This is an optimization exercise on Yosys and OpenROAD, whose aim is small area, a short achievable clock period and few clock cycles, not a production implementation. Only simulation tests tie the RTL to the original design; equivalence was not proved. Power is estimated from default activity; no workload was simulated.

==> flow/run.sh <==
#!/bin/bash
# synth_recipe.tcl (not shown) runs the flow's synth.tcl, then flattens the netlist and writes it again
# the make line also repeats each setting of config.mk as NAME=value (left out here)
make -C /OpenROAD-flow-scripts/flow DESIGN_CONFIG=/design/flow/config.mk WORK_HOME=/design/flow/orfs CLKGATE_MAP_FILE= SYNTH_SCRIPT=/design/flow/synth_recipe.tcl finish
==> flow/config.mk <==
export PLATFORM = sky130hd
export DESIGN_NAME = multi_button_debouncer_unit
export DESIGN_NICKNAME = multi_button_debouncer_unit
export VERILOG_FILES = /design/flow/design.v
export SDC_FILE = /design/flow/constraint.sdc
export NUM_CORES = 4
export LEC_CHECK = 0
export CAP_MARGIN = 20
export CORE_MARGIN = 2
export CORE_UTILIZATION = 65
export SETUP_SLACK_MARGIN = 5.0
export SLEW_MARGIN = 20
==> flow/constraint.sdc <==
create_clock -name core_clock -period 8.0 [get_ports {clk}]
set_input_delay 1.6000 -clock core_clock [delete_from_list [all_inputs] [get_ports {clk}]]
set_output_delay 1.6000 -clock core_clock [all_outputs]
set_load 0.01 [all_outputs]
==> flow/design.v <==
package mbd_pkg;
	localparam int BUTTON_COUNT = 9;
	localparam int PIN_W        = 9;
	localparam int NOW_W        = 32;
	localparam int DELAY_W      = 16;
	localparam int IDX_W        = 4;
	localparam int S_TDATA_W    = 48;
	localparam int M_TDATA_W    = 8;
	localparam int PADDR_W      = 1;
	localparam int PDATA_W      = 32;
	localparam logic [PADDR_W-1:0] REG_DEBOUNCE_MS = 1'b0;
	localparam logic [DELAY_W-1:0] DEBOUNCE_RESET  = 16'd50;
	typedef struct packed {
		logic             ev;
		logic [IDX_W-1:0] idx;
		logic             pressed;
	} evt_rec_t;
endpackage
module mbd_cell (
	input  logic                        clk,
	input  logic                        arst_n,
	input  logic                        load,
	input  logic                        sample,
	input  logic [mbd_pkg::NOW_W-1:0]   now_ms,
	input  logic                        eval,
	input  logic                        sample_q,
	input  logic [mbd_pkg::NOW_W-1:0]   now_q,
	input  logic [mbd_pkg::NOW_W/2-1:0] nm1_hi,
	input  logic [mbd_pkg::NOW_W/2-1:0] lo_lo,
	input  logic                        lo_borrow,
	output logic                        fire,
	output logic                        held
);
	logic [mbd_pkg::NOW_W-1:0] since_q;
	logic                      prev_q;
	logic                      held_q;
	always_ff @(posedge clk) begin
		if (load && sample != prev_q) begin
			since_q <= now_ms;
		end
	end
	always_ff @(posedge clk or negedge arst_n) begin
		if (!arst_n) begin
			prev_q <= 1'b0;
		end else if (load) begin
			prev_q <= sample;
		end
	end
	function automatic logic less16(input logic [15:0] a, input logic [15:0] b);
		logic [15:0] g, l;
		g = a & ~b;
		l = ~a & b;
		for (int s = 1; s < 16; s = s * 2) begin
			for (int i = 0; i + s < 16; i = i + 2 * s) begin
				l[i] = l[i+s] | (~g[i+s] & l[i]);
				g[i] = g[i+s] | (~l[i+s] & g[i]);
			end
		end
		less16 = l[0];
	endfunction
	logic eq_nm1, eq_now, ge_lo, le_now, in_win;
	assign eq_nm1 = since_q[31:16] == nm1_hi;
	assign eq_now = since_q[31:16] == now_q[31:16];
	assign ge_lo  = !less16(since_q[15:0], lo_lo);
	assign le_now = !less16(now_q[15:0], since_q[15:0]);
	assign in_win = !lo_borrow ? (eq_now && ge_lo && le_now)
		: ((eq_nm1 && ge_lo) || (eq_now && le_now));
	assign fire   = !in_win && (sample_q != held_q);
	always_ff @(posedge clk or negedge arst_n) begin
		if (!arst_n) begin
			held_q <= 1'b0;
		end else if (eval && fire) begin
			held_q <= sample_q;
		end
	end
	assign held = held_q;
endmodule
module multi_button_debouncer_unit (
	input  logic                          clk,
	input  logic                          arst_n,
	input  logic [mbd_pkg::S_TDATA_W-1:0] s_tdata,
	input  logic                          s_tvalid,
	output logic                          s_tready,
	output logic [mbd_pkg::M_TDATA_W-1:0] m_tdata,
	output logic                          m_tlast,
	output logic                          m_tvalid,
	input  logic                          m_tready,
	input  logic                          psel,
	input  logic                          penable,
	input  logic                          pwrite,
	input  logic [mbd_pkg::PADDR_W-1:0]   paddr,
	input  logic [mbd_pkg::PDATA_W-1:0]   pwdata,
	output logic [mbd_pkg::PDATA_W-1:0]   prdata,
	output logic                          pready
);
	localparam int N = mbd_pkg::BUTTON_COUNT;
	logic [mbd_pkg::DELAY_W-1:0] debounce_q;
	logic [mbd_pkg::PADDR_W-1:0] paddr_q;
	assign pready = 1'b1;
	always_ff @(posedge clk or negedge arst_n) begin
		if (!arst_n) begin
			debounce_q <= mbd_pkg::DEBOUNCE_RESET;
		end else if (psel && penable && pwrite && paddr == mbd_pkg::REG_DEBOUNCE_MS) begin
			debounce_q <= pwdata[mbd_pkg::DELAY_W-1:0];
		end
	end
	always_ff @(posedge clk) begin
		paddr_q <= paddr;
	end
	assign prdata = {{(mbd_pkg::PDATA_W-mbd_pkg::DELAY_W){1'b0}},
		debounce_q & {mbd_pkg::DELAY_W{paddr_q == mbd_pkg::REG_DEBOUNCE_MS}}};
	function automatic logic [16:0] sub16(input logic [15:0] a, input logic [15:0] b);
		logic [15:0] p, g, c;
		p = ~(a ^ b);
		g = a & ~b;
		g[0] = g[0] | p[0];
		for (int s = 1; s < 16; s = s * 2) begin
			for (int i = 0; i < 16; i++) begin
				if ((i / s) % 2 == 1) begin
					g[i] = g[i] | (p[i] & g[(i / s) * s - 1]);
					p[i] = p[i] & p[(i / s) * s - 1];
				end
			end
		end
		c = {g[14:0], 1'b1};
		sub16 = {~g[15], (~(a ^ b)) ^ c};
	endfunction
	function automatic logic [15:0] dec16(input logic [15:0] a);
		logic [15:0] z;
		z = ~a;
		for (int s = 1; s < 16; s = s * 2) begin
			for (int i = 0; i < 16; i++) begin
				if ((i / s) % 2 == 1) begin
					z[i] = z[i] & z[(i / s) * s - 1];
				end
			end
		end
		dec16 = a ^ {z[14:0], 1'b1};
	endfunction
	logic [N-1:0]                pins_n;
	logic [mbd_pkg::NOW_W-1:0]   now_ms;
	logic                        load;
	logic                        eval;
	logic                        v1_q;
	logic [N-1:0]                smp_q;
	logic [mbd_pkg::NOW_W-1:0]   now_q;
	logic [15:0]                 lo_lo_q;
	logic                        borrow_q;
	logic [15:0]                 nm1_q;
	logic [15:0]                 lo_lo;
	logic                        lo_borrow;
	logic [N-1:0]                a_q, b_q;
	logic [N-1:0]                a_pr_q;
	logic                        b_busy_q;
	logic [N-1:0]                fire;
	logic [N-1:0]                held;
	assign pins_n   = ~s_tdata[N-1:0];
	assign now_ms   = s_tdata[mbd_pkg::PIN_W +: mbd_pkg::NOW_W];
	assign s_tready = !v1_q || !b_busy_q;
	assign load     = s_tvalid && s_tready;
	assign eval     = v1_q && !b_busy_q;
	assign {lo_borrow, lo_lo} = sub16(now_ms[15:0], debounce_q);
	always_ff @(posedge clk or negedge arst_n) begin
		if (!arst_n) begin
			v1_q <= 1'b0;
		end else if (load) begin
			v1_q <= 1'b1;
		end else if (eval) begin
			v1_q <= 1'b0;
		end
	end
	always_ff @(posedge clk) begin
		if (load) begin
			smp_q <= pins_n;
			now_q <= now_ms;
			lo_lo_q  <= lo_lo;
			borrow_q <= lo_borrow;
			nm1_q    <= dec16(now_ms[31:16]);
		end
	end
	for (genvar k = 0; k < N; k++) begin : g_cell
		mbd_cell u_cell (
			.clk         (clk),
			.arst_n      (arst_n),
			.load        (load),
			.sample      (pins_n[k]),
			.now_ms      (now_ms),
			.eval        (eval),
			.sample_q    (smp_q[k]),
			.now_q       (now_q),
			.nm1_hi      (nm1_q),
			.lo_lo       (lo_lo_q),
			.lo_borrow   (borrow_q),
			.fire        (fire[k]),
			.held        (held[k])
		);
	end
	logic                        o_valid_q;
	logic [mbd_pkg::IDX_W-1:0]   o_idx_q;
	logic                        o_pr_q;
	logic                        o_last_q;
	logic                        o_free;
	logic [N-1:0]                a_low;
	logic [N-1:0]                a_rest;
	logic [N-1:0]                a_left;
	logic                        a_done;
	logic [mbd_pkg::IDX_W-1:0]   a_idx;
	assign o_free = !o_valid_q || m_tready;
	assign a_low  = a_q & (~a_q + 1'b1);
	assign a_rest = a_q & ~a_low;
	assign a_left = o_free ? a_rest : a_q;
	assign a_done = o_free ? (a_rest == '0) : (a_q == '0);
	always_comb begin
		a_idx = '0;
		for (int k = N-1; k >= 0; k--) begin
			if (a_q[k]) begin
				a_idx = mbd_pkg::IDX_W'(k);
			end
		end
	end
	always_ff @(posedge clk or negedge arst_n) begin
		if (!arst_n) begin
			a_q       <= '0;
			b_q       <= '0;
			b_busy_q  <= 1'b0;
			o_valid_q <= 1'b0;
		end else begin
			if (o_free) begin
				o_valid_q <= |a_q;
			end
			if (a_done) begin
				if (b_busy_q) begin
					a_q <= b_q;
				end else begin
					a_q <= eval ? fire : '0;
				end
				b_q      <= '0;
				b_busy_q <= 1'b0;
			end else begin
				a_q <= a_left;
				if (eval) begin
					b_q      <= fire;
					b_busy_q <= |fire;
				end
			end
		end
	end
	always_ff @(posedge clk) begin
		if (a_done) begin
			a_pr_q <= b_busy_q ? held : smp_q;
		end
	end
	always_ff @(posedge clk) begin
		if (o_free && a_q != '0) begin
			o_idx_q  <= a_idx;
			o_pr_q   <= a_pr_q[a_idx];
			o_last_q <= a_rest == '0;
		end
	end
	assign m_tvalid = o_valid_q;
	assign m_tlast  = o_last_q;
	assign m_tdata  = {{(mbd_pkg::M_TDATA_W-mbd_pkg::IDX_W-1){1'b0}}, o_pr_q, o_idx_q};
endmodule
==> summary.txt, run 1 <==
Run status
  • Status: no timing/DRC/antenna violations

Worst hold path
  • Worst hold start: g_cell[2].u_cell.prev_q$_DFFE_PN0P_
  • WHS Path Cells: 2
  • Worst Hold End: g_cell[2].u_cell.prev_q$_DFFE_PN0P_
  • HP Class: flop to flop

Synthesis
  • Yosys top cell by area: edfxtp_1
  • Post-synth top area share: 0.469
  • Register area share after synthesis: 0.527
  • Post-synth cell types: 91
  • Synth top area cells: edfxtp_1, xor2_1, dfrtp_1
  • Synthesized cell area: roughly 0.024 mm²
  • #FFs+latches synth: about 430
  • EDFF count, synth: about 380
  • Top_reg_cell synth: edfxtp_1
  • Yosys warns: 2
  • Syn avg cell area: 11.4 µm²
  • Async S/R FF share, synth: 0.127
  • Post-Syn Instances: ~2100

Timing
  • Hold Fails Final Rpt: 0
  • Max Slew Vio Count: 0
  • # setup viols final: 0
  • Max Freq: between 200 and 300 MHz
  • Max transition margin: 0.337
  • Final clock skew: roughly 0.017 ns
  • RSZ-0062 raised after global routing: true
  • Final period util: 0.443
  • Crit path time final: around 3.5 ns
  • Worst-margin pin slew: roughly 0.99 ns
  • Fin Setup TNS: 0 ns

Finish
  • Area delta synth->final: 25.0%
  • Layout cells sized above 1: 0.255
  • Nets@finish: between 2000 and 3000
  • Final Instance Area: 0.0302 mm²
  • Filler cells: 1989
  • Area of the multi-input gates: 0.0116 mm²
  • Reg area: ~0.013 mm²

Clock tree
  • Hold buffers post-CTS: 0
  • Clock Sinks: around 430
  • Skew-Pair Late Insertion Delay: about 0.6 ns
  • Clock root buffer: clkbuf_16
  • Max clock buf depth: 3
  • CTS clk-pin slew, worst paths: around 0.06 ns
  • CTS tree: built
  • Htree depth: 2
  • Inserted Clock Buffers: 47

Power and ir drop
  • Reg power frac: 0.369
  • Peak supply drop: about 0.00026 V
  • LEAKAGE: 0.0110 µW
  • Internal Pwr Total: 6020 µW
  • PD cells: 322 mW/mm²
  • Net Sw Frac: 0.379
  • Clk network pwr share: 0.236
  • Comb power frac: 0.395
  • Reported net switching power: roughly 3700 µW

GRT
  • Initial antenna violation count: 2
  • Vias in the first global route: 18357
  • Largest net degree at the start of global routing: 62
  • Grt ovf: 0
  • GRT Total Usage: 0.413
  • First-pass GRT wire length: approximately 120000 µm

Critical path
  • Worst EP required: approximately 8.3 ns
  • Crit. End Element: flop
  • Crit-path max FO: 12
  • Worst-path cell chain: buf_8 -> ha_4 -> nor2b_2 -> o21ai_2 -> a21boi_1 -> o21a_1 -> o21a_2 -> o21ai_4 -> a21oi_4 -> o211ai_1 -> nand3b_1 -> xor2_1
  • WP data arrival: between 3 and 4 ns
  • Reg-to-reg slack, setup: about 4.7 ns
  • Crit-path max cell delay: between 0.2 and 0.3 ns
  • Crit start category: input pin
  • Worst R2R End: g_cell[4].u_cell.held_q$_DFFE_PN0P_
  • Worst r2r path cells: 10
  • Worst reg2reg path startpoint: lo_lo_q[4]$_DFFE_PP_
  • Crit-path slowest cell: o211ai_1
  • Setup Crit Path Kind: input pin to flop

Die
  • Initial Utilization: 0.659
  • Die height: between 150 and 200 µm
  • I/O Pins: approximately 130
  • Site Rows: 70
  • Die width: approximately 200 µm
  • Core Box Area: 0.0366 mm²
  • Die area: about 0.039 mm²

Placed design
  • Port bufs: about 90
  • Placed Instance Area: ~0.025 mm²
  • Gpl congestion: approximately 0.95
  • Hpwl dp: slightly above 50000 µm

Routing
  • Antenna Nets Post-Route: 0
  • Pre-antenna DRT Iters: 8
  • Initial DRC count: slightly above 3000
  • Vias per cell: approximately 6.7
  • Wirelength per Cell: between 20 and 30 µm
  • Final wirelength: 83000 µm
  • DRC Markers: 0
  • Vias: approximately 20000

Flow run
  • Maxcap violations: 0
## cells in the final DEF (no fill, tap or decap), types with 10 or more instances in the layout
master             n
inv_1             99
conb_1            20
clkbuf_1          10
nor2b_1           55
edfxtp_1         377
clkinv_2          14
clkdlybuf4s50_1   43
dlygate4sd2_1     11
o21ai_0           66
maj3_1            96
a21oi_1           76
buf_12            14
nand2_1           93
maj3_2            35
o21ai_2           12
mux2_2            27
nand3_1           24
ha_1              16
nand2b_1          75
dfrtp_1           51
buf_6             41
buf_2             19
o211ai_1          17
clkbuf_16         48
buf_4            194
nor3_1            28
a211oi_1          16
xor2_1           171
nor4_1            30
nand4_1           38
o21ai_1           15
inv_2             15
xnor2_1          147
o22ai_1           22
nor2_1            89
nor2_4            18
a21oi_2           10
## per-layer routing
layer / share of wire / wire length [µm] / vias up / global-route usage
met5: 0 / 0 / - / 0
met3: 0.13 / 11000 / 276 / 0.0931
met2: 0.45 / 37000 / 1545 / 0.620
li1: - / - / 8335 / -
met1: 0.37 / 30400 / 9573 / 0.577
met4: 0.055 / 4570 / 0 / 0.193
## worst max path at each step
stage,endpoint,depth (start not counted),from
final,lo_lo_q[15]$_DFFE_PP_,12,s_tdata[11]
after global routing,lo_lo_q[15]$_DFFE_PP_,14,s_tdata[9]
after CTS,lo_lo_q[15]$_DFFE_PP_,14,s_tdata[9]
after detailed placement,lo_lo_q[15]$_DFFE_PP_,14,s_tdata[9]
after global placement,lo_lo_q[15]$_DFFE_PP_,12,s_tdata[11]
after floorplan,lo_lo_q[15]$_DFFE_PP_,13,s_tdata[9]
## power by group through the flow
stage / Combinational (µW) / Clock (µW) / Sequential [µW]
final: 3830 / 2290 / 3580
after detailed placement: 2700 / 0 / 3750
after floorplan: 2050 / 0 / 3400
after CTS: 3280 / 2280 / 3570
after global routing: 4030 / 2370 / 3620
after global placement: 2620 / 0 / 3720
## logic make-up (layout without fill, tap and decap cells)
kind of cell | Yosys count | after routing | share of synthesized area
flops | 433 | 433 | 0.527
mux | 37 | 37 | 0.0185
fa+ha+maj | 154 | 154 | 0.0683
buf+inv | 242 | 559 | 0.0428
compound gates | 413 | 413 | 0.115
simple gates | 517 | 522 | 0.111
other cells | 2 | 21 | 0.000311
xor+xnor | 323 | 323 | 0.117
## what timing repair did
item | CTS | global route
buffers inserted | 151 | 81
gates resized for setup | 318 | 174
pin swaps | 83 | 87
cloned | 5 | 1
endpoints found under the setup margin | 338 | 161
## Yosys cell counts (6+ instances only)
master	count
ha_1	19
nor2b_1	57
xnor2_1	147
nand3_1	26
a21o_1	9
dfrtp_1	52
a31oi_1	9
nand2b_1	78
nand4_1	38
buf_2	22
o211ai_1	17
mux2_2	30
o31ai_1	12
a211oi_1	27
nand2_1	99
nor3_1	39
a221oi_1	8
a311oi_1	6
a222oi_1	7
maj3_1	117
xor2_1	176
nor2_1	106
o22ai_1	24
maj3_2	14
edfxtp_1	377
clkbuf_1	52
o21ai_0	91
o21a_1	10
o2111ai_1	10
o221ai_1	9
inv_1	122
a211o_1	7
clkinv_1	11
nor4_1	42
a21boi_0	7
a21oi_1	94
buf_4	24
## stage by stage
step	total power [µW]	util	instances	setup slack (ns)	hold slack (ns)
detailed placement	6450	0.695	2604	3.03	0.488
floorplan	5440	-	2139	4.42	0.466
global route	10000	0.824	2929	4.41	0.530
finish	9700	0.824	2930	4.46	0.501
global placement	6340	0.694	2603	3.09	0.482
CTS	9130	0.786	2847	4.51	0.501
## registers in the layout (all words and copies together) (netlist names), 16 cells and up
register	count
lo_lo_q	16
nm1_q	16
g_cell.u_cell.since_q	288
now_q	32
debounce_q	16
## layout make-up
| type | count | area share |
|---|---|---|
| sequential | 433 | 0.422 |
| multi-input combinational | 1469 | 0.386 |
| timing repair buffer | 334 | 0.0990 |
| clock buffer | 63 | 0.0433 |
| inverter | 138 | 0.0201 |
| tap | 468 | 0.0194 |
| clock inverter | 24 | 0.00996 |
| antenna | 1 | 0.0000830 |
## critical path, delay by kind of cell
kind / cells / cell delay [ns]
AOI/OAI and AO/OA: 7 / 1.25
and+or+nand+nor: 2 / 0.43
xor gates and xnor gates: 1 / 0.21
buffers and inverters: 1 / 0.13
adders and majority gates: 1 / 0.23
Testbench counts, summed over its fixed seeds: cycles 20,149.
==> run 2, diff against run 1 <==
--- a/flow/design.v
+++ b/flow/design.v
@@ -19,9 +19,6 @@
 module mbd_cell (
 	input  logic                        clk,
 	input  logic                        arst_n,
-	input  logic                        load,
-	input  logic                        sample,
-	input  logic [mbd_pkg::NOW_W-1:0]   now_ms,
 	input  logic                        eval,
 	input  logic                        sample_q,
 	input  logic [mbd_pkg::NOW_W-1:0]   now_q,
@@ -34,16 +31,18 @@
 	logic [mbd_pkg::NOW_W-1:0] since_q;
 	logic                      prev_q;
 	logic                      held_q;
-	always_ff @(posedge clk) begin
-		if (load && sample != prev_q) begin
-			since_q <= now_ms;
+	logic                      chg;
+	assign chg = sample_q != prev_q;
+	always_ff @(posedge clk) begin
+		if (eval && chg) begin
+			since_q <= now_q;
 		end
 	end
 	always_ff @(posedge clk or negedge arst_n) begin
 		if (!arst_n) begin
 			prev_q <= 1'b0;
-		end else if (load) begin
-			prev_q <= sample;
+		end else if (eval) begin
+			prev_q <= sample_q;
 		end
 	end
 	function automatic logic less16(input logic [15:0] a, input logic [15:0] b);
@@ -65,11 +64,11 @@
 	assign le_now = !less16(now_q[15:0], since_q[15:0]);
 	assign in_win = !lo_borrow ? (eq_now && ge_lo && le_now)
 		: ((eq_nm1 && ge_lo) || (eq_now && le_now));
-	assign fire   = !in_win && (sample_q != held_q);
+	assign fire   = eval && !chg && !in_win && (sample_q != held_q);
 	always_ff @(posedge clk or negedge arst_n) begin
 		if (!arst_n) begin
 			held_q <= 1'b0;
-		end else if (eval && fire) begin
+		end else if (fire) begin
 			held_q <= sample_q;
 		end
 	end
@@ -140,7 +139,6 @@
 	logic [N-1:0]                pins_n;
 	logic [mbd_pkg::NOW_W-1:0]   now_ms;
 	logic                        load;
-	logic                        eval;
 	logic                        v1_q;
 	logic [N-1:0]                smp_q;
 	logic [mbd_pkg::NOW_W-1:0]   now_q;
@@ -149,43 +147,35 @@
 	logic [15:0]                 nm1_q;
 	logic [15:0]                 lo_lo;
 	logic                        lo_borrow;
-	logic [N-1:0]                a_q, b_q;
+	logic [N-1:0]                a_q, b_q, c_q;
 	logic [N-1:0]                a_pr_q;
-	logic                        b_busy_q;
+	logic                        b_busy_q, c_busy_q;
 	logic [N-1:0]                fire;
 	logic [N-1:0]                held;
 	assign pins_n   = ~s_tdata[N-1:0];
 	assign now_ms   = s_tdata[mbd_pkg::PIN_W +: mbd_pkg::NOW_W];
-	assign s_tready = !v1_q || !b_busy_q;
+	assign s_tready = !b_busy_q;
 	assign load     = s_tvalid && s_tready;
-	assign eval     = v1_q && !b_busy_q;
 	assign {lo_borrow, lo_lo} = sub16(now_ms[15:0], debounce_q);
 	always_ff @(posedge clk or negedge arst_n) begin
 		if (!arst_n) begin
 			v1_q <= 1'b0;
-		end else if (load) begin
-			v1_q <= 1'b1;
-		end else if (eval) begin
-			v1_q <= 1'b0;
-		end
-	end
-	always_ff @(posedge clk) begin
-		if (load) begin
-			smp_q <= pins_n;
-			now_q <= now_ms;
-			lo_lo_q  <= lo_lo;
-			borrow_q <= lo_borrow;
-			nm1_q    <= dec16(now_ms[31:16]);
-		end
+		end else begin
+			v1_q <= load;
+		end
+	end
+	always_ff @(posedge clk) begin
+		smp_q    <= pins_n;
+		now_q    <= now_ms;
+		lo_lo_q  <= lo_lo;
+		borrow_q <= lo_borrow;
+		nm1_q    <= dec16(now_ms[31:16]);
 	end
 	for (genvar k = 0; k < N; k++) begin : g_cell
 		mbd_cell u_cell (
 			.clk         (clk),
 			.arst_n      (arst_n),
-			.load        (load),
-			.sample      (pins_n[k]),
-			.now_ms      (now_ms),
-			.eval        (eval),
+			.eval        (v1_q),
 			.sample_q    (smp_q[k]),
 			.now_q       (now_q),
 			.nm1_hi      (nm1_q),
@@ -204,12 +194,14 @@
 	logic [N-1:0]                a_rest;
 	logic [N-1:0]                a_left;
 	logic                        a_done;
+	logic                        any_fire;
 	logic [mbd_pkg::IDX_W-1:0]   a_idx;
-	assign o_free = !o_valid_q || m_tready;
-	assign a_low  = a_q & (~a_q + 1'b1);
-	assign a_rest = a_q & ~a_low;
-	assign a_left = o_free ? a_rest : a_q;
-	assign a_done = o_free ? (a_rest == '0) : (a_q == '0);
+	assign o_free   = !o_valid_q || m_tready;
+	assign a_low    = a_q & (~a_q + 1'b1);
+	assign a_rest   = a_q & ~a_low;
+	assign a_left   = o_free ? a_rest : a_q;
+	assign a_done   = o_free ? (a_rest == '0) : (a_q == '0);
+	assign any_fire = |fire;
 	always_comb begin
 		a_idx = '0;
 		for (int k = N-1; k >= 0; k--) begin
@@ -222,25 +214,36 @@
 		if (!arst_n) begin
 			a_q       <= '0;
 			b_q       <= '0;
+			c_q       <= '0;
 			b_busy_q  <= 1'b0;
+			c_busy_q  <= 1'b0;
 			o_valid_q <= 1'b0;
 		end else begin
 			if (o_free) begin
 				o_valid_q <= |a_q;
 			end
 			if (a_done) begin
-				if (b_busy_q) begin
+				if (!b_busy_q) begin
+					a_q <= fire;
+				end else begin
 					a_q <= b_q;
-				end else begin
-					a_q <= eval ? fire : '0;
-				end
-				b_q      <= '0;
-				b_busy_q <= 1'b0;
+					if (!c_busy_q) begin
+						b_q      <= fire;
+						b_busy_q <= any_fire;
+					end else begin
+						b_q <= c_q;
+						c_q      <= fire;
+						c_busy_q <= any_fire;
+					end
+				end
 			end else begin
 				a_q <= a_left;
-				if (eval) begin
+				if (!b_busy_q) begin
 					b_q      <= fire;
-					b_busy_q <= |fire;
+					b_busy_q <= any_fire;
+				end else if (!c_busy_q) begin
+					c_q      <= fire;
+					c_busy_q <= any_fire;
 				end
 			end
 		end
--- a/flow/config.mk
+++ b/flow/config.mk
@@ -7,6 +7,6 @@
 export LEC_CHECK = 0
 export CAP_MARGIN = 20
 export CORE_MARGIN = 2
-export CORE_UTILIZATION = 65
+export CORE_UTILIZATION = 40
 export SETUP_SLACK_MARGIN = 5.0
 export SLEW_MARGIN = 20
==> run 2 against run 1 <==
Via count fell by 6.3%. Synthesized area down 0.16%. Flip-flop and latch count grew 10. Largest cell class unchanged.
==> summary.txt, run 2 <==
Clock tree
  • Htree depth: 2 (unchanged)
  • Skew-Pair Late Insertion Delay: 0.62 ns (was 0.59 ns)
  • Clock root buffer: clkbuf_16 (unchanged)
  • CTS tree: built (unchanged)
  • CTS clk-pin slew, worst paths: 0.06 ns (about the same)
  • Inserted Clock Buffers: 50 (was 47)
  • Max clock buf depth: 3 (unchanged)
  • Clock Sinks: 443 (was 433)

Die
  • Site Rows: 89 (was 70)
  • Die width: 249 µm (was 197 µm)
  • Die height: 249 µm (was 197 µm)
  • Die area: 0.0622 mm² (was 0.0387 mm²)
  • Initial Utilization: 0.407 (was 0.659)
  • I/O Pins: 132 (unchanged)
  • Core Box Area: 0.0592 mm² (was 0.0366 mm²)

Timing
  • Fin Setup TNS: 0 ns (unchanged)
  • Worst-margin pin slew: 0.983 ns (was 0.994 ns)
  • Hold Fails Final Rpt: 0 (unchanged)
  • Max Slew Vio Count: 0 (unchanged)
  • # setup viols final: 0 (unchanged)
  • RSZ-0062 raised after global routing: true (unchanged)
  • Max Freq: 316 MHz (was 282 MHz)
  • Crit path time final: 3.16 ns (was 3.54 ns)
  • Final clock skew: 0.0523 ns (was 0.0168 ns)
  • Max transition margin: 0.344 (was 0.337)
  • Final period util: 0.395 (was 0.443)

Synthesis
  • Synth top area cells: edfxtp_1, dfrtp_1, dfxtp_1 (was edfxtp_1, xor2_1, dfrtp_1)
  • Post-synth top cells: edfxtp_1, xnor2_1, xor2_1, nand2_1, inv_1 (was edfxtp_1, xor2_1, xnor2_1, inv_1, maj3_1)
  • #FFs+latches synth: 443 (was 433)
  • Synthesized cell area: 0.0241 mm² (about the same)
  • Most frequent cell after synthesis: edfxtp_1 (unchanged)
  • Register area share after synthesis: 0.508 (was 0.527)
  • EDFF count, synth: 303 (was 377)
  • Post-synth cell types: 89 (was 91)
  • Async S/R FF share, synth: 0.147 (was 0.127)
  • Post-Syn Instances: 2219 (was 2121)
  • Post-synth top area share: 0.378 (was 0.469)
  • Yosys top cell by area: edfxtp_1 (unchanged)
  • Yosys warns: 2 (unchanged)
  • Syn avg cell area: 10.9 µm² (was 11.4 µm²)
  • Top_reg_cell synth: edfxtp_1 (unchanged)

Critical path
  • CP Buf/Inv Count: 2 (was 1)
  • Crit. End Element: flop (unchanged)
  • WP data arrival: 3.69 ns (was 3.86 ns)
  • Crit start category: input pin (unchanged)
  • Setup Crit Path Kind: input pin to flop (unchanged)
  • CP top delay family: compound AO/OA/AOI/OAI gates (unchanged)
  • Worst EP required: 8.53 ns (was 8.31 ns)
  • Crit-path max cell delay: 0.26 ns (was 0.27 ns)
  • Cell mode on critical path: o21a_1
  • Worst-path cell chain: buf_8 -> inv_8 -> ha_4 -> fa_2 -> nor2b_2 -> o21ai_2 -> a21boi_1 -> o21a_1 -> o21a_1 -> o21ai_2 -> a21oi_2 -> or2_4 -> o21a_1 -> nor2_2 -> xnor2_1 (was buf_8 -> ha_4 -> nor2b_2 -> o21ai_2 -> a21boi_1 -> o21a_1 -> o21a_2 -> o21ai_4 -> a21oi_4 -> o211ai_1 -> nand3b_1 -> xor2_1)
  • Crit-path max FO: 2 (was 12)
  • Crit-path slowest cell: or2_4 (was o211ai_1)

Finish
  • Nets@finish: 2536 (was 2534)
  • Largest register FFs: 288 (unchanged)
  • Most frequent cells in the layout: edfxtp_1, xnor2_1, xor2_1 (was edfxtp_1, buf_4, xor2_1)
  • Layout cells sized above 1: 0.217 (was 0.255)
  • Final core occ: 0.501 (was 0.824)
  • Largest reg by FF count: g_cell.u_cell.since_q (unchanged)
  • Area delta synth->final: 23.2% (was 25.0%)
  • ANT cells: 0 (was 1)
  • Largest regs: g_cell.u_cell.since_q: 288 flops, now_q: 32 flops (unchanged)
  • Most common cell after layout, fill and taps aside: edfxtp_1 (unchanged)

Run status
  • Status: no timing/DRC/antenna violations (unchanged)

GRT
  • First-pass GRT wire length: 104000 µm (was 116000 µm)
  • Vias in the first global route: 18236 (was 18357)
  • GRT Total Usage: 0.216 (was 0.413)
  • Initial antenna violation count: 0 (was 2)
  • Grt ovf: 0 (unchanged)
  • Largest net degree at the start of global routing: 66 (was 62)

Power and ir drop
  • PD cells: 304 mW/mm² (was 322 mW/mm²)
  • LEAKAGE: 0.0107 µW (was 0.0110 µW)
  • Peak supply drop: 0.000173 V (was 0.000261 V)

Placed design
  • Port bufs: 88 (unchanged)
  • Gpl congestion: 0.888 (was 0.950)
  • Hpwl dp: 45100 µm (was 50500 µm)

Routing
  • Antenna Nets Post-Route: 0 (unchanged)
  • DRC Markers: 0 (unchanged)
  • Initial DRC count: 1742 (was 3099)
  • Vias per cell: 5.71 (was 6.73)
  • Pre-antenna DRT Iters: 8 (unchanged)
  • Vias: 18492 (was 19729)
  • Wirelength per Cell: 21.6 µm (was 28.3 µm)
  • Final wirelength: 70100 µm (was 83000 µm)

Worst hold path
  • HP Class: flop to flop (unchanged)

Flow run
  • Maxcap violations: 0 (unchanged)
-- run 2: changes by cell type after synthesis, moves of 13 or more --
cell      change
nor2b_1      +16
dfxtp_1      +74
nor2_1       +14
nand2_1      +33
mux2_2       +18
edfxtp_1     -74
xor2_1       -22
clkbuf_1     +21
xnor2_1      +13
a21oi_1      -17
-- run 2: per-layer routing --
metal  part of all wire  global-route usage  vias up  routed length [µm]
li1                   -                   -     8395                   -
met1               0.44               0.294     9194               30800
met2               0.46               0.348      760               32400
met3              0.066              0.0306      143                4610
met4              0.033              0.0867        0                2290
met5                  0                   0        -                   0
-- run 2: worst paths after layout --
check | start | end | slack [ns] | cells after the start
min in group asynchronous | arst_n | debounce_q[2]$_DFFE_PN0P_ | 1.16 | 1
max reg2reg | g_cell[3].u_cell.since_q[8]$_DFFE_PP_ | b_busy_q$_DFF_PN0_ | 4.87 | 11
max in group asynchronous | arst_n | g_cell[0].u_cell.held_q$_DFFE_PN0P_ | 6.19 | 1
min | c_q[4]$_DFFE_PN0P_ | c_q[4]$_DFFE_PN0P_ | 0.48 | 2
max | s_tdata[9] | lo_lo_q[12]$_DFF_P_ | 4.84 | 15
min reg2reg | c_q[4]$_DFFE_PN0P_ | c_q[4]$_DFFE_PN0P_ | 0.48 | 2
-- run 2: layout make-up --
cell class	count	area, µm²
fill	5203	29600
inverter	138	663
multi-input combinational	1546	11700
timing repair buffer	244	2310
clock inverter	27	205
clock buffer	67	1440
sequential	443	12300
timing repair inverter	2	12.5
tap	773	967
-- run 2: worst min-delay path, delay by kind of cell (launching register included) --
family | cells | cell delay [ns]
flip-flops | 1 | 0.34
AO/OA/AOI/OAI | 1 | 0.06
AND/OR/NAND/NOR | 1 | 0.05
-- run 2: what timing repair did --
action	in CTS	in global routing
resized for setup	275	158
hold endpoints to repair	0	0
endpoints found under the setup margin	87	62
cloned	3	2
hold buffers	0	0
setup buffers	64	43
pin swaps	51	57
-- run 2: through the flow --
stage	hold WS, ns	area [µm²]	std cells	power, µW	setup WS (ns)
floorplan	0.445	24200	2237	5340	4.39
global placement	0.463	25900	3034	6120	3.43
detailed placement	0.474	25900	3034	6210	3.45
CTS	0.485	28700	3195	8770	4.73
global route	0.509	29700	3240	9480	4.70
finish	0.482	29700	3240	9010	4.84
-- run 2: cell families (layout without fill, tap and decap cells) --
| kind of cell | Yosys count | after routing | synth area share |
|---|---|---|---|
| AND/OR/NAND/NOR | 596 | 596 | 0.127 |
| flip-flops | 443 | 443 | 0.508 |
| AO/OA/AOI/OAI | 416 | 416 | 0.118 |
| XOR/XNOR | 314 | 314 | 0.114 |
| buffers and inverters | 248 | 478 | 0.0426 |
| adder cells (fa/ha/maj) | 141 | 141 | 0.0626 |
| multiplexers | 59 | 59 | 0.0280 |
| other | 2 | 20 | 0.000312 |
-- run 2: power by group --
group	switching, µW	internal [µW]
logic	1780	1390
clock network	970	1300
registers	512	3060
Testbench counts of run 2, summed over its fixed seeds: cycles 20,166.
==> run 3, diff against run 2 <==
--- a/flow/config.mk
+++ b/flow/config.mk
@@ -8,5 +8,7 @@
 export CAP_MARGIN = 20
 export CORE_MARGIN = 2
 export CORE_UTILIZATION = 40
+export CTS_BUF_LIST = sky130_fd_sc_hd__clkbuf_8
+export CTS_CLUSTER_SIZE = 20
 export SETUP_SLACK_MARGIN = 5.0
 export SLEW_MARGIN = 20
==> run 3 against run 2 <==
Clock skew is 0.0043 ns lower. Power is 2.9% lower. Clock-buffer cell count is 17 higher. Largest cell class unchanged.
==> summary.txt, run 3 <==
Finish
  • Largest regs: g_cell.u_cell.since_q: 288 flops, now_q: 32 flops (unchanged)
  • Most common cell after layout, fill and taps aside: edfxtp_1 (unchanged)
  • Area delta synth->final: 23.4% (was 23.2%)
  • Largest register FFs: 288 (unchanged)
  • Post-route insts no fill: 3307 (was 3240)
  • Largest reg by FF count: g_cell.u_cell.since_q (unchanged)
  • Layout cells sized above 1: 0.228 (was 0.217)
  • Nets@finish: 2579 (was 2536)
  • Most frequent cells in the layout: edfxtp_1, xnor2_1, xor2_1 (unchanged)
  • Final Instance Area: 0.0297 mm² (about the same)
  • Final core occ: 0.502 (was 0.501)

Synthesis
  • Yosys top cell by area: edfxtp_1 (unchanged)
  • Yosys warns: 2 (unchanged)
  • Synth top area cells: edfxtp_1, dfrtp_1, dfxtp_1 (unchanged)
  • Async S/R FF share, synth: 0.147 (unchanged)
  • Syn avg cell area: 10.9 µm² (unchanged)
  • Post-synth top cells: edfxtp_1, xnor2_1, xor2_1, nand2_1, inv_1 (unchanged)
  • Top_reg_cell synth: edfxtp_1 (unchanged)
  • EDFF count, synth: 303 (unchanged)
  • Post-synth top area share: 0.378 (unchanged)
  • Post-synth cell types: 89 (unchanged)
  • #FFs+latches synth: 443 (unchanged)
  • Post-Syn Instances: 2219 (unchanged)
  • Most frequent cell after synthesis: edfxtp_1 (unchanged)
  • Synthesized cell area: 0.0241 mm² (unchanged)
  • Register area share after synthesis: 0.508 (unchanged)

Power and ir drop
  • Reg power frac: 0.408 (was 0.396)
  • Internal Pwr Total: 5460 µW (was 5750 µW)
  • Peak supply drop: 0.000129 V (was 0.000173 V)
  • Net Sw Frac: 0.376 (was 0.362)
  • PD cells: 294 mW/mm² (was 304 mW/mm²)
  • LEAKAGE: 0.0109 µW (was 0.0107 µW)
  • Clk network pwr share: 0.229 (was 0.252)
  • Comb power frac: 0.363 (was 0.352)
  • Reported net switching power: 3290 µW (was 3270 µW)

Routing
  • Wirelength per Cell: 21.6 µm (about the same)
  • Met3 Wirelength: 4910 µm (was 4610 µm)
  • Vias: 18706 (was 18492)
  • WL met2: 32800 µm (was 32400 µm)
  • Final wirelength: 71400 µm (was 70100 µm)
  • Vias per cell: 5.66 (was 5.71)
  • Initial DRC count: 1733 (was 1742)
  • Antenna Nets Post-Route: 0 (unchanged)
  • Uppermost routed layer: met4 (unchanged)
  • Pre-antenna DRT Iters: 7 (was 8)
  • DRC Markers: 0 (unchanged)
  • Detailed-routing wirelength on met1: 31300 µm (was 30800 µm)

Critical path
  • Setup Crit Path Kind: flop to flop (was input pin to flop)
  • Crit. End Element: flop (unchanged)
  • WP data arrival: 3.68 ns (was 3.69 ns)
  • Reg-to-reg slack, setup: 4.86 ns (was 4.87 ns)
  • Worst r2r path cells: 11 (unchanged)
  • Crit start category: flop (was input pin)
  • Crit-path max FO: 2 (unchanged)
  • Worst EP required: 8.54 ns (was 8.53 ns)

Timing
  • Worst-margin pin slew: 0.998 ns (was 0.983 ns)
  • Crit path time final: 3.14 ns (was 3.16 ns)
  • Max Freq: 318 MHz (was 316 MHz)
  • Final clock skew: 0.0480 ns (was 0.0523 ns)
  • Hold Fails Final Rpt: 0 (unchanged)
  • Worst setup margin: 4.86 ns (was 4.84 ns)
  • Final period util: 0.393 (was 0.395)
  • Fin Setup TNS: 0 ns (unchanged)
  • # setup viols final: 0 (unchanged)
  • Max transition margin: 0.335 (was 0.344)
  • RSZ-0062 raised after global routing: true (unchanged)
  • Max Slew Vio Count: 0 (unchanged)

GRT
  • Largest net degree at the start of global routing: 66 (unchanged)
  • Vias in the first global route: 18474 (was 18236)
  • First-pass GRT wire length: 106000 µm (was 104000 µm)
  • Grt ovf: 0 (unchanged)
  • GRT Total Usage: 0.220 (was 0.216)
  • Initial antenna violation count: 2 (was 0)

Die
  • Site Rows: 89 (unchanged)
  • I/O Pins: 132 (unchanged)
  • Initial Utilization: 0.407 (unchanged)
  • Die width: 249 µm (unchanged)
  • Die height: 249 µm (unchanged)
  • Core Box Area: 0.0592 mm² (unchanged)
  • Die area: 0.0622 mm² (unchanged)

Placed design
  • Hpwl dp: 45100 µm (unchanged)
  • Port bufs: 88 (unchanged)
  • Placed Instance Area: 0.0259 mm² (unchanged)
  • DP Worst Slack: 3.45 ns (unchanged)
  • DP Cell Count: 3034 (unchanged)
  • Gpl congestion: 0.888 (unchanged)

Clock tree
  • Clock Sinks: 443 (unchanged)
  • CTS clk-pin slew, worst paths: 0.06 ns (about the same)
  • Hold buffers post-CTS: 0 (unchanged)
  • Clock root buffer: clkbuf_8 (was clkbuf_16)
  • Skew-Pair Late Insertion Delay: 0.69 ns (was 0.62 ns)
  • Max clock buf depth: 3 (unchanged)
  • CTS tree: built (unchanged)
  • Inserted Clock Buffers: 81 (was 50)
  • Htree depth: 3 (was 2)

Run status
  • Status: no timing/DRC/antenna violations (unchanged)

Flow run
  • Maxcap violations: 0 (unchanged)

Worst hold path
  • HP Class: flop to flop (unchanged)
  • WHS Path Cells: 2 (unchanged)
==> run 3: cell counts after synthesis <==
No cell type changed its count.
==> run 3: what timing repair did <==
item,4_1_cts,5_1_grt
resized for setup,303,156
gates cloned,2,4
buffers inserted,73,45
setup endpoints to repair,77,62
pin swaps,49,65
==> run 3: cell families after synthesis <==
family | count (synthesis) | synth area share
AOI/OAI and AO/OA | 416 | 0.118
xor gates and xnor gates | 314 | 0.114
and+or+nand+nor | 596 | 0.127
DFF | 443 | 0.508
other | 2 | 0.000312
adders and majority gates | 141 | 0.0626
buffers and inverters | 248 | 0.0426
muxes | 59 | 0.0280
==> run 3: layout make-up <==
type,instances,area (µm²)
fillers,5239,29500
flip-flops and latches,443,12300
multi-input cells,1546,11800
repair buffers,257,2480
clock buffers,84,1160
well taps,773,967
inverters,138,651
clock inverters,63,314
repair inverters,1,5.00
diodes,2,5.00
==> run 3: final timing paths <==
kind | start | to
worst min-delay path | c_q[3]$_DFFE_PN0P_ | c_q[3]$_DFFE_PN0P_
worst max register to register | g_cell[3].u_cell.since_q[8]$_DFFE_PP_ | c_busy_q$_DFFE_PN0P_
worst min register to register | c_q[3]$_DFFE_PN0P_ | c_q[3]$_DFFE_PN0P_
min in group asynchronous | arst_n | c_q[1]$_DFFE_PN0P_
max in group asynchronous | arst_n | debounce_q[3]$_DFFE_PN0P_
worst max-delay path | g_cell[3].u_cell.since_q[8]$_DFFE_PP_ | c_busy_q$_DFFE_PN0P_
==> run 3: critical path: stages, from the launching register on <==
cell	delay, ns
edfxtp_1	0.42
nor2b_4	0.15
maj3_2	0.29
maj3_2	0.32
maj3_2	0.30
or3_4	0.40
a211oi_2	0.23
a311o_2	0.23
o211a_1	0.19
nand4_1	0.17
a211oi_2	0.24
nor2_1	0.05
==> run 3: stage by stage <==
stage	power [µW]	hold WS (ns)
CTS	8530	0.486
global route	9240	0.509
detailed placement	6210	0.474
global placement	6120	0.463
finish	8750	0.486
floorplan	5340	0.445
==> run 3: layer usage <==
metal,up-vias,GRT usage
met2,757,0.355
li1,8525,-
met1,9263,0.298
met3,161,0.0355
met5,-,0
met4,0,0.0847
==> run 3: power by group through the flow <==
| stage | Clock, µW | Sequential (µW) | Combinational, µW |
|---|---|---|---|
| 2_1_floorplan | 0 | 3370 | 1970 |
| 5_1_grt | 2160 | 3630 | 3450 |
| 4_1_cts | 2050 | 3550 | 2940 |
| 3_3_place_gp | 0 | 3590 | 2530 |
| 6_report | 2000 | 3570 | 3170 |
| 3_5_place_dp | 0 | 3620 | 2590 |
==> run 4, diff against run 3 <==
==> flow/flow/run.sh (new file) <==
#!/bin/bash
# The standard layout, with the resizer free to change a cell's footprint
# (the platform default limits sizing to cells of the same footprint)
set -euo pipefail
bash standard.sh synth > synth.log 2>&1
bash standard.sh MATCH_CELL_FOOTPRINT=0 finish > layout.log 2>&1
==> flow/standard.sh (new file) <==
#!/bin/bash
# synth_recipe.tcl (not shown) runs the flow's synth.tcl, then flattens the netlist and writes it again
# the make line also repeats each setting of config.mk as NAME=value (left out here)
make -C /OpenROAD-flow-scripts/flow DESIGN_CONFIG=/design/flow/config.mk WORK_HOME=/design/flow/orfs CLKGATE_MAP_FILE= SYNTH_SCRIPT=/design/flow/synth_recipe.tcl "${@:-finish}"
--- a/flow/config.mk
+++ b/flow/config.mk
@@ -8,7 +8,5 @@
 export CAP_MARGIN = 20
 export CORE_MARGIN = 2
 export CORE_UTILIZATION = 40
-export CTS_BUF_LIST = sky130_fd_sc_hd__clkbuf_8
-export CTS_CLUSTER_SIZE = 20
 export SETUP_SLACK_MARGIN = 5.0
 export SLEW_MARGIN = 20
removed: flow/run.sh
==> run 4 against run 3 <==
Global-route usage up 0.29 points. Sequential power about the same. First-iteration DRC count down 7.8%. Non-clock buffer count up 17. Fmax down 1.8%. Critical path depth up 4. Worst hold slack worse by 0.0095 ns. Synthesized cell count unchanged. Wire length up 0.89%. Critical endpoint is now lo_lo_q[12]$_DFF_P_. Largest cell class unchanged.
==> summary.txt, run 4 <==
Run status
  • Status: no timing/DRC/antenna violations (unchanged)

Finish
  • Most common cell after layout, fill and taps aside: edfxtp_1 (unchanged)
  • Filler cells: 5157 (was 5239)
  • Area delta synth->final: 25.1% (was 23.4%)
  • Reg area: 0.0123 mm² (about the same)
  • Post-route insts no fill: 3271 (was 3307)
  • Nets@finish: 2566 (was 2579)
  • Most frequent cells in the layout: edfxtp_1, xnor2_1, xor2_1 (unchanged)
  • ANT cells: 0 (was 2)
  • Largest regs: g_cell.u_cell.since_q: 288 flops, now_q: 32 flops (unchanged)
  • Layout cells sized above 1: 0.217 (was 0.228)
  • Area of the multi-input gates: 0.0117 mm² (was 0.0118 mm²)
  • Largest reg by FF count: g_cell.u_cell.since_q (unchanged)
  • Largest register FFs: 288 (unchanged)

Flow run
  • Maxcap violations: 0 (unchanged)

Synthesis
  • Post-synth top area share: 0.378 (unchanged)
  • EDFF count, synth: 303 (unchanged)
  • Most frequent cell after synthesis: edfxtp_1 (unchanged)
  • Synth top area cells: edfxtp_1, dfrtp_1, dfxtp_1 (unchanged)
  • Register area share after synthesis: 0.508 (unchanged)
  • Yosys warns: 2 (unchanged)
  • #FFs+latches synth: 443 (unchanged)
  • Top_reg_cell synth: edfxtp_1 (unchanged)
  • Post-Syn Instances: 2219 (unchanged)
  • Synthesized cell area: 0.0241 mm² (unchanged)
  • Syn avg cell area: 10.9 µm² (unchanged)
  • Async S/R FF share, synth: 0.147 (unchanged)
  • Post-synth top cells: edfxtp_1, xnor2_1, xor2_1, nand2_1, inv_1 (unchanged)
  • Post-synth cell types: 89 (unchanged)
  • Yosys top cell by area: edfxtp_1 (unchanged)

Worst hold path
  • HP Class: flop to flop (unchanged)
  • Worst hold start: b_q[7]$_DFFE_PN0P_ (was c_q[3]$_DFFE_PN0P_)

Timing
  • Hold WS: 0.477 ns (was 0.486 ns)
  • Fin Setup TNS: 0 ns (unchanged)
  • Worst-margin pin slew: 0.978 ns (was 0.998 ns)
  • Max Freq: 312 MHz (was 318 MHz)
  • Max transition margin: 0.348 (was 0.335)
  • Crit path time final: 3.20 ns (was 3.14 ns)
  • Final period util: 0.400 (was 0.393)
  • Hold Fails Final Rpt: 0 (unchanged)
  • Max Slew Vio Count: 0 (unchanged)
  • Final clock skew: 0.0254 ns (was 0.0480 ns)
  • # setup viols final: 0 (unchanged)
  • RSZ-0062 raised after global routing: true (unchanged)

Routing
  • Wirelength per Cell: 22.0 µm (was 21.6 µm)
  • Initial DRC count: 1598 (was 1733)
  • Antenna Nets Post-Route: 0 (unchanged)
  • Final wirelength: 72000 µm (was 71400 µm)
  • Vias per cell: 5.70 (was 5.66)
  • Vias: 18651 (was 18706)
  • DRC Markers: 0 (unchanged)
  • Pre-antenna DRT Iters: 5 (was 7)

GRT
  • Initial antenna violation count: 0 (was 2)
  • First-pass GRT wire length: 107000 µm (was 106000 µm)
  • Largest net degree at the start of global routing: 66 (unchanged)
  • Vias in the first global route: 18540 (was 18474)
  • GRT Total Usage: 0.223 (was 0.220)
  • Grt ovf: 0 (unchanged)

Critical path
  • Setup crit start: s_tdata[9] (was g_cell[3].u_cell.since_q[8]$_DFFE_PP_)
  • Crit-path slowest cell: or2_4 (was edfxtp_1)
  • Reg-to-reg slack, setup: 4.87 ns (was 4.86 ns)
  • Worst reg2reg path startpoint: now_q[9]$_DFF_P_ (was g_cell[3].u_cell.since_q[8]$_DFFE_PP_)
  • CP Depth: 15 (was 11)
  • Worst R2R End: c_busy_q$_DFFE_PN0P_ (unchanged)
  • WP data arrival: 3.74 ns (was 3.68 ns)
  • Worst EP required: 8.54 ns (about the same)
  • Worst r2r path cells: 12 (was 11)
  • Crit-path max FO: 2 (unchanged)
  • CP Buf/Inv Count: 2 (was 0)
  • End of the critical path: lo_lo_q[12]$_DFF_P_ (was c_busy_q$_DFFE_PN0P_)
  • Worst-path cell chain: buf_8 -> clkinv_8 -> ha_4 -> fa_2 -> nor2b_4 -> o21ai_2 -> a21boi_1 -> o21a_1 -> o21a_1 -> o21ai_2 -> a21oi_4 -> or2_4 -> o21a_1 -> nor2_1 -> xnor2_1 (was nor2b_4 -> maj3_2 -> maj3_2 -> maj3_2 -> or3_4 -> a211oi_2 -> a311o_2 -> o211a_1 -> nand4_1 -> a211oi_2 -> nor2_1)
  • Crit. End Element: flop (unchanged)
  • Cell mode on critical path: o21a_1 (was maj3_2)
  • CP top delay family: compound AO/OA/AOI/OAI gates (was adder cells)
  • Crit start category: input pin (was flop)
  • Crit-path max cell delay: 0.24 ns (was 0.42 ns)
  • Setup Crit Path Kind: input pin to flop (was flop to flop)

Clock tree
  • Htree depth: 2 (was 3)
  • Max clock buf depth: 3 (unchanged)
  • Skew-Pair Late Insertion Delay: 0.62 ns (was 0.69 ns)
  • Clock root buffer: clkbuf_16 (was clkbuf_8)
  • Clock Sinks: 443 (unchanged)
  • CTS tree: built (unchanged)
  • CTS clk-pin slew, worst paths: 0.06 ns (about the same)
  • Inserted Clock Buffers: 51 (was 81)
  • Hold buffers post-CTS: 0 (unchanged)

Placed design
  • Gpl congestion: 0.892 (was 0.888)
  • DP Cell Count: 3037 (was 3034)
  • Hpwl dp: 45200 µm (was 45100 µm)
  • Port bufs: 88 (unchanged)

Die
  • I/O Pins: 132 (unchanged)
  • Initial Utilization: 0.407 (unchanged)
  • Core Box Area: 0.0592 mm² (unchanged)
  • Die area: 0.0622 mm² (unchanged)
  • Die width: 249 µm (unchanged)
  • Site Rows: 89 (unchanged)
  • Die height: 249 µm (unchanged)

Power and ir drop
  • Final Power: 9180 µW (was 8750 µW)
  • LEAKAGE: 0.0112 µW (was 0.0109 µW)
  • PD cells: 304 mW/mm² (was 294 mW/mm²)
  • Peak supply drop: 0.000211 V (was 0.000129 V)
run 4: cell counts after synthesis:
Identical to the previous run, type by type.
run 4: metal layers:
| metal | part of all wire | GRT usage | up-vias | routed length [µm] |
|---|---|---|---|---|
| met1 | 0.43 | 0.301 | 9219 | 30700 |
| li1 | - | - | 8473 | - |
| met2 | 0.46 | 0.362 | 792 | 33400 |
| met3 | 0.077 | 0.0339 | 167 | 5530 |
| met5 | 0 | 0 | - | 0 |
| met4 | 0.033 | 0.0861 | 0 | 2360 |
run 4: cells by family after synthesis:
logic type | synth area share
xor gates and xnor gates | 0.114
and+or+nand+nor | 0.127
buffers and inverters | 0.0426
muxes | 0.0280
DFF | 0.508
AOI/OAI and AO/OA | 0.118
adders and majority gates | 0.0626
other | 0.000312
run 4: power by group:
group | switching (µW) | internal (µW) | total [µW]
clock | 962 | 1430 | 2390
sequential | 501 | 3050 | 3560
combinational | 1810 | 1420 | 3230
run 4: through the flow:
stage          area [µm²]  setup slack [ns]   util
2_1_floorplan       24300              4.39      -
3_3_place_gp        26000              3.44  0.438
3_5_place_dp        26000              3.47  0.438
4_1_cts             29200              4.70  0.494
5_1_grt             30100              4.69  0.509
6_report            30100              4.80  0.509
run 4: area by class of cell:
class                      instances  area share
multi-input combinational       1547       0.388
timing repair buffer             274      0.0905
clock inverter                    19     0.00544
sequential                       443       0.409
clock buffer                      77      0.0524
tap                              773      0.0321
inverter                         138      0.0223
run 4: worst min-delay path by stage:
stage | endpoint | slack, ns | cells after the start
2_1_floorplan | b_q[7]$_DFFE_PN0P_ | 0.44 | 2
3_3_place_gp | c_q[2]$_DFFE_PN0P_ | 0.46 | 2
3_5_place_dp | b_q[7]$_DFFE_PN0P_ | 0.47 | 2
4_1_cts | b_q[7]$_DFFE_PN0P_ | 0.48 | 2
5_1_grt | c_q[7]$_DFFE_PN0P_ | 0.51 | 2
6_report | b_q[7]$_DFFE_PN0P_ | 0.48 | 2
run 4: worst register-to-register path: cells and delay by family (launching register included):
kind                       cells  cell delay, ns
and+or+nand+nor                3            0.66
DFF                            1            0.36
buffers and inverters          2            0.17
AOI/OAI and AO/OA              4            0.86
adders and majority gates      3            0.96
run 4: timing repair:
| item | 4_1_cts | 5_1_grt |
|---|---|---|
| resized for setup | 235 | 130 |
| setup endpoints to repair | 80 | 56 |
| buffers inserted | 103 | 29 |
| gates cloned | 3 | 3 |
| pin swaps | 58 | 86 |
==> run 5, diff against run 4 <==
--- a/flow/design.v
+++ b/flow/design.v
@@ -74,6 +74,68 @@
 	end
 	assign held = held_q;
 endmodule
+module mbd_window (
+	input  logic [mbd_pkg::NOW_W-1:0]   now_ms,
+	input  logic [mbd_pkg::DELAY_W-1:0] debounce_ms,
+	output logic [15:0]                 lo_lo,
+	output logic                        lo_borrow,
+	output logic [15:0]                 nm1_hi
+);
+	logic [15:0] a, b;
+	logic [15:0] g [5];
+	logic [15:0] p [5];
+	logic [15:0] z [5];
+	assign a = now_ms[15:0];
+	assign b = debounce_ms;
+	assign g[0] = {a[15:1] & ~b[15:1], a[0] | ~b[0]};
+	assign p[0] = ~(a ^ b);
+	assign z[0] = ~now_ms[31:16];
+	for (genvar l = 0; l < 4; l++) begin : g_lvl
+		localparam int S = 1 << l;
+		for (genvar i = 0; i < 16; i++) begin : g_bit
+			if ((i / S) % 2 == 1) begin : g_node
+				mbd_pfx u_pfx (
+					.g_hi (g[l][i]),
+					.p_hi (p[l][i]),
+					.g_lo (g[l][(i / S) * S - 1]),
+					.p_lo (p[l][(i / S) * S - 1]),
+					.g    (g[l+1][i]),
+					.p    (p[l+1][i])
+				);
+				mbd_and u_and (
+					.a (z[l][i]),
+					.b (z[l][(i / S) * S - 1]),
+					.y (z[l+1][i])
+				);
+			end else begin : g_pass
+				assign g[l+1][i] = g[l][i];
+				assign p[l+1][i] = p[l][i];
+				assign z[l+1][i] = z[l][i];
+			end
+		end
+	end
+	assign lo_lo     = p[0] ^ {g[4][14:0], 1'b1};
+	assign lo_borrow = ~g[4][15];
+	assign nm1_hi    = now_ms[31:16] ^ {z[4][14:0], 1'b1};
+endmodule
+module mbd_pfx (
+	input  logic g_hi,
+	input  logic p_hi,
+	input  logic g_lo,
+	input  logic p_lo,
+	output logic g,
+	output logic p
+);
+	assign g = g_hi | (p_hi & g_lo);
+	assign p = p_hi & p_lo;
+endmodule
+module mbd_and (
+	input  logic a,
+	input  logic b,
+	output logic y
+);
+	assign y = a & b;
+endmodule
 module multi_button_debouncer_unit (
 	input  logic                          clk,
 	input  logic                          arst_n,
@@ -108,34 +170,6 @@
 	end
 	assign prdata = {{(mbd_pkg::PDATA_W-mbd_pkg::DELAY_W){1'b0}},
 		debounce_q & {mbd_pkg::DELAY_W{paddr_q == mbd_pkg::REG_DEBOUNCE_MS}}};
-	function automatic logic [16:0] sub16(input logic [15:0] a, input logic [15:0] b);
-		logic [15:0] p, g, c;
-		p = ~(a ^ b);
-		g = a & ~b;
-		g[0] = g[0] | p[0];
-		for (int s = 1; s < 16; s = s * 2) begin
-			for (int i = 0; i < 16; i++) begin
-				if ((i / s) % 2 == 1) begin
-					g[i] = g[i] | (p[i] & g[(i / s) * s - 1]);
-					p[i] = p[i] & p[(i / s) * s - 1];
-				end
-			end
-		end
-		c = {g[14:0], 1'b1};
-		sub16 = {~g[15], (~(a ^ b)) ^ c};
-	endfunction
-	function automatic logic [15:0] dec16(input logic [15:0] a);
-		logic [15:0] z;
-		z = ~a;
-		for (int s = 1; s < 16; s = s * 2) begin
-			for (int i = 0; i < 16; i++) begin
-				if ((i / s) % 2 == 1) begin
-					z[i] = z[i] & z[(i / s) * s - 1];
-				end
-			end
-		end
-		dec16 = a ^ {z[14:0], 1'b1};
-	endfunction
 	logic [N-1:0]                pins_n;
 	logic [mbd_pkg::NOW_W-1:0]   now_ms;
 	logic                        load;
@@ -156,7 +190,14 @@
 	assign now_ms   = s_tdata[mbd_pkg::PIN_W +: mbd_pkg::NOW_W];
 	assign s_tready = !b_busy_q;
 	assign load     = s_tvalid && s_tready;
-	assign {lo_borrow, lo_lo} = sub16(now_ms[15:0], debounce_q);
+	logic [15:0]                 nm1;
+	mbd_window u_window (
+		.now_ms      (now_ms),
+		.debounce_ms (debounce_q),
+		.lo_lo       (lo_lo),
+		.lo_borrow   (lo_borrow),
+		.nm1_hi      (nm1)
+	);
 	always_ff @(posedge clk or negedge arst_n) begin
 		if (!arst_n) begin
 			v1_q <= 1'b0;
@@ -169,7 +210,7 @@
 		now_q    <= now_ms;
 		lo_lo_q  <= lo_lo;
 		borrow_q <= lo_borrow;
-		nm1_q    <= dec16(now_ms[31:16]);
+		nm1_q    <= nm1;
 	end
 	for (genvar k = 0; k < N; k++) begin : g_cell
 		mbd_cell u_cell (
==> flow/run.sh (new file) <==
#!/bin/bash
# synth_recipe.tcl (not shown) runs the flow's synth.tcl, then flattens the netlist and writes it again
# the make line also repeats each setting of config.mk as NAME=value (left out here)
make -C /OpenROAD-flow-scripts/flow DESIGN_CONFIG=/design/flow/config.mk WORK_HOME=/design/flow/orfs CLKGATE_MAP_FILE= SYNTH_SCRIPT=/design/flow/synth_recipe.tcl finish
--- a/flow/config.mk
+++ b/flow/config.mk
@@ -10,3 +10,4 @@
 export CORE_UTILIZATION = 40
 export SETUP_SLACK_MARGIN = 5.0
 export SLEW_MARGIN = 20
+export SYNTH_HIERARCHICAL = 1
removed: flow/flow/run.sh
removed: flow/standard.sh
==> run 5 against run 4 <==
Still clean on timing, DRC and antenna. Die area rose by 3.2%. Clock-buffer cell count fell by 8. Sequential power fell by 2%.
==> summary.txt, run 5 <==
Routing
  • Met3 Wirelength: 2350 µm (was 5530 µm)
  • WL met2: 30800 µm (was 33400 µm)
  • DRC Markers: 0 (unchanged)
  • Pre-antenna DRT Iters: 5 (unchanged)
  • Vias: 17092 (was 18651)
  • Vias per cell: 5.28 (was 5.70)
  • Antenna Nets Post-Route: 0 (unchanged)
  • Initial DRC count: 887 (was 1598)
  • Wirelength per Cell: 19.7 µm (was 22.0 µm)
  • Final wirelength: 63800 µm (was 72000 µm)
  • Uppermost routed layer: met4 (unchanged)
  • Detailed-routing wirelength on met1: 29200 µm (was 30700 µm)

Synthesis
  • Syn avg cell area: 11.4 µm² (was 10.9 µm²)
  • Synthesized cell area: 0.0249 mm² (was 0.0241 mm²)
  • Yosys warns: 15 (was 2)
  • Post-Syn Instances: 2175 (was 2219)

Placed design
  • Gpl congestion: 0.830 (was 0.892)
  • DP Worst Slack: 4.15 ns (was 3.47 ns)
  • DP Cell Count: 3109 (was 3037)
  • Port bufs: 88 (unchanged)
  • Hpwl dp: 42700 µm (was 45200 µm)

Clock tree
  • Clock Sinks: 443 (unchanged)
  • Hold buffers post-CTS: 0 (unchanged)
  • Max clock buf depth: 3 (unchanged)
  • CTS tree: built (unchanged)
  • Htree depth: 2 (unchanged)
  • Inserted Clock Buffers: 50 (was 51)
  • CTS clk-pin slew, worst paths: 0.06 ns (about the same)
  • Skew-Pair Late Insertion Delay: 0.61 ns (was 0.62 ns)
  • Clock root buffer: clkbuf_16 (unchanged)

Critical path
  • Worst-path cell chain: nor2b_4 -> buf_6 (was buf_8 -> clkinv_8 -> ha_4 -> fa_2 -> nor2b_4 -> o21ai_2 -> a21boi_1 -> o21a_1 -> o21a_1 -> o21ai_2 -> a21oi_4 -> or2_4 -> o21a_1 -> nor2_1 -> xnor2_1)
  • Crit-path max FO: 2 (unchanged)
  • Setup Crit Path Kind: flop to primary output (was input pin to flop)
  • Setup crit start: debounce_q[5]$_DFFE_PN1P_ (was s_tdata[9])
  • Crit-path max cell delay: 0.54 ns (was 0.24 ns)
  • Worst EP required: 6.40 ns (was 8.54 ns)
  • Worst reg2reg path startpoint: nm1_q[8]$_DFF_P_ (was now_q[9]$_DFF_P_)
  • CP Buf/Inv Count: 1 (was 2)
  • Crit. End Element: primary output (was flop)
  • Crit-path slowest cell: dfstp_2 (was or2_4)
  • CP top delay family: flip-flops (was compound AO/OA/AOI/OAI gates)
  • WP data arrival: 1.38 ns (was 3.74 ns)
  • Crit start category: flop (was input pin)

Timing
  • Max Freq: 335 MHz (was 312 MHz)
  • Max Slew Vio Count: 0 (unchanged)
  • Crit path time final: 2.98 ns (was 3.20 ns)
  • Hold Fails Final Rpt: 0 (unchanged)
  • Max transition margin: 0.381 (was 0.348)
  • Worst setup margin: 5.02 ns (was 4.80 ns)
  • Final clock skew: 0.0148 ns (was 0.0254 ns)
  • # setup viols final: 0 (unchanged)
  • RSZ-0062 raised after global routing: true (unchanged)
  • Final period util: 0.373 (was 0.400)
  • Worst-margin pin slew: 0.928 ns (was 0.978 ns)
  • Fin Setup TNS: 0 ns (unchanged)

GRT
  • Initial antenna violation count: 0 (unchanged)
  • First-pass GRT wire length: 97700 µm (was 107000 µm)
  • Vias in the first global route: 16876 (was 18540)
  • Largest net degree at the start of global routing: 66 (unchanged)
  • Grt ovf: 0 (unchanged)
  • GRT Total Usage: 0.197 (was 0.223)

Die
  • I/O Pins: 132 (unchanged)
  • Site Rows: 91 (was 89)
  • Die height: 253 µm (was 249 µm)
  • Core Box Area: 0.0616 mm² (was 0.0592 mm²)
  • Initial Utilization: 0.404 (was 0.407)
  • Die width: 253 µm (was 249 µm)
  • Die area: 0.0642 mm² (was 0.0622 mm²)

Finish
  • Post-route insts no fill: 3237 (was 3271)
  • Nets@finish: 2461 (was 2566)
  • Area of the multi-input gates: 0.0121 mm² (was 0.0117 mm²)
  • Largest register FFs: 288 (unchanged)
  • Largest reg by FF count: g_cell.u_cell.since_q (unchanged)
  • Final core occ: 0.476 (was 0.509)
  • Largest regs: g_cell.u_cell.since_q: 288 flops, now_q: 32 flops (unchanged)
  • Most frequent cells in the layout: edfxtp_1, xor2_1, inv_1 (was edfxtp_1, xnor2_1, xor2_1)
  • Layout cells sized above 1: 0.174 (was 0.217)
  • Area delta synth->final: 17.7% (was 25.1%)
  • Reg area: 0.0123 mm² (about the same)
  • Most common cell after layout, fill and taps aside: edfxtp_1 (unchanged)
  • Filler cells: 5590 (was 5157)

Worst hold path
  • Worst hold start: c_q[7]$_DFFE_PN0P_ (was b_q[7]$_DFFE_PN0P_)
  • HP Class: flop to flop (unchanged)

Run status
  • Status: no timing/DRC/antenna violations (unchanged)

Power and ir drop
  • PD cells: 301 mW/mm² (was 304 mW/mm²)
  • Final Power: 8830 µW (was 9180 µW)
  • LEAKAGE: 0.0109 µW (was 0.0112 µW)
  • Peak supply drop: 0.000195 V (was 0.000211 V)

Flow run
  • Maxcap violations: 0 (unchanged)
==> run 5: cell count changes in the layout (fill, tap and decap cells not counted), moves of 35 or more <==
cell	delta
nor2_1	-63
buf_4	-88
and2_1	+35
xnor2_1	-67
maj3_2	+35
o21ai_0	-52
nand2_1	-89
nor2b_1	+57
xor2_1	+81
inv_1	+74
==> run 5: repair_timing <==
item	4_1_cts	5_1_grt
buffers inserted	7	24
gates cloned	1	1
gates resized for setup	128	73
pin swaps	1	9
endpoints found under the setup margin	71	47
hold endpoints to repair	0	0
==> run 5: through the flow <==
step	hold slack (ns)	instance area, µm²
final	0.507	29300
after global routing	0.521	29300
after CTS	0.508	28700
after detailed placement	0.490	26900
after global placement	0.490	26900
after floorplan	0.476	25000
==> run 5: metal layers <==
metal	vias up	GRT usage
met5	-	0
met2	336	0.331
met3	100	0.0233
li1	8186	-
met1	8470	0.264
met4	0	0.0626
==> run 5: path summary, 6_finish.rpt <==
path	end	slack (ns)	cells past startpoint
worst max-delay path	prdata[5]	5.02	2
worst min-delay path	c_q[7]$_DFFE_PN0P_	0.51	1
worst max register to register	c_busy_q$_DFFE_PN0P_	5.17	13
worst min register to register	c_q[7]$_DFFE_PN0P_	0.51	1
max in group asynchronous	b_busy_q$_DFF_PN0_	6.17	2
min in group asynchronous	o_valid_q$_DFFE_PN0N_	1.19	2
==> run 5: area by class of cell <==
class / instances / area share
sequential: 443 / 0.420
multi-input combinational: 1534 / 0.413
clock buffer: 69 / 0.0501
timing repair buffer: 152 / 0.0496
tap: 837 / 0.0357
inverter: 176 / 0.0231
clock inverter: 25 / 0.00773
antenna: 1 / 0.0000854
==> run 5: power by group <==
part / total, µW / switching, µW / internal [µW]
registers: 3500 / 518 / 2980
logic: 2990 / 1640 / 1350
clock network: 2340 / 975 / 1360
total: 8830 / 3140 / 5700
Testbench counts of run 5, summed over its fixed seeds: cycles 20,166.

afterwards: timing with drivers on the ports:
How much do the figures lean on ideal ports? The routed layouts below were timed once more, with nothing changed but the port constraints. Step 1 sets driving cells, clkbuf_16 on the clock port and buf_2 on the other inputs (assumed; they add their load-dependent delay and slew). Step 2 adds t to the input delays and takes it off the output delays; t is the mean of the earliest and latest rising clock arrival at the registers after step 1. Input paths then give back, and output paths get back, about the clock's delay inside the block. Slacks: no drivers / after step 1 / after step 2; pairs: no drivers / after step 1.
| run | shift t [ns] | setup WS [ns] | worst slew at a driven data input, ns |
|---|---|---|---|
| run 1 | 0.640 | 4.458 / 4.477 / 3.837 | 0.07 |
| run 2 | 0.657 | 4.839 / 4.855 / 4.198 | 0.06 |
| run 3 | 0.722 | 4.857 / 4.851 / 4.151 | 0.06 |
| run 4 | 0.666 | 4.800 / 4.819 / 4.153 | 0.06 |
| run 5 | 0.659 | 5.016 / 4.958 / 4.432 | 0.04 |
After both steps setup and hold are still met in every run listed. The setup slack of run 3, which loses most, moves by -0.006 ns with the drivers and by -0.706 ns with both steps.
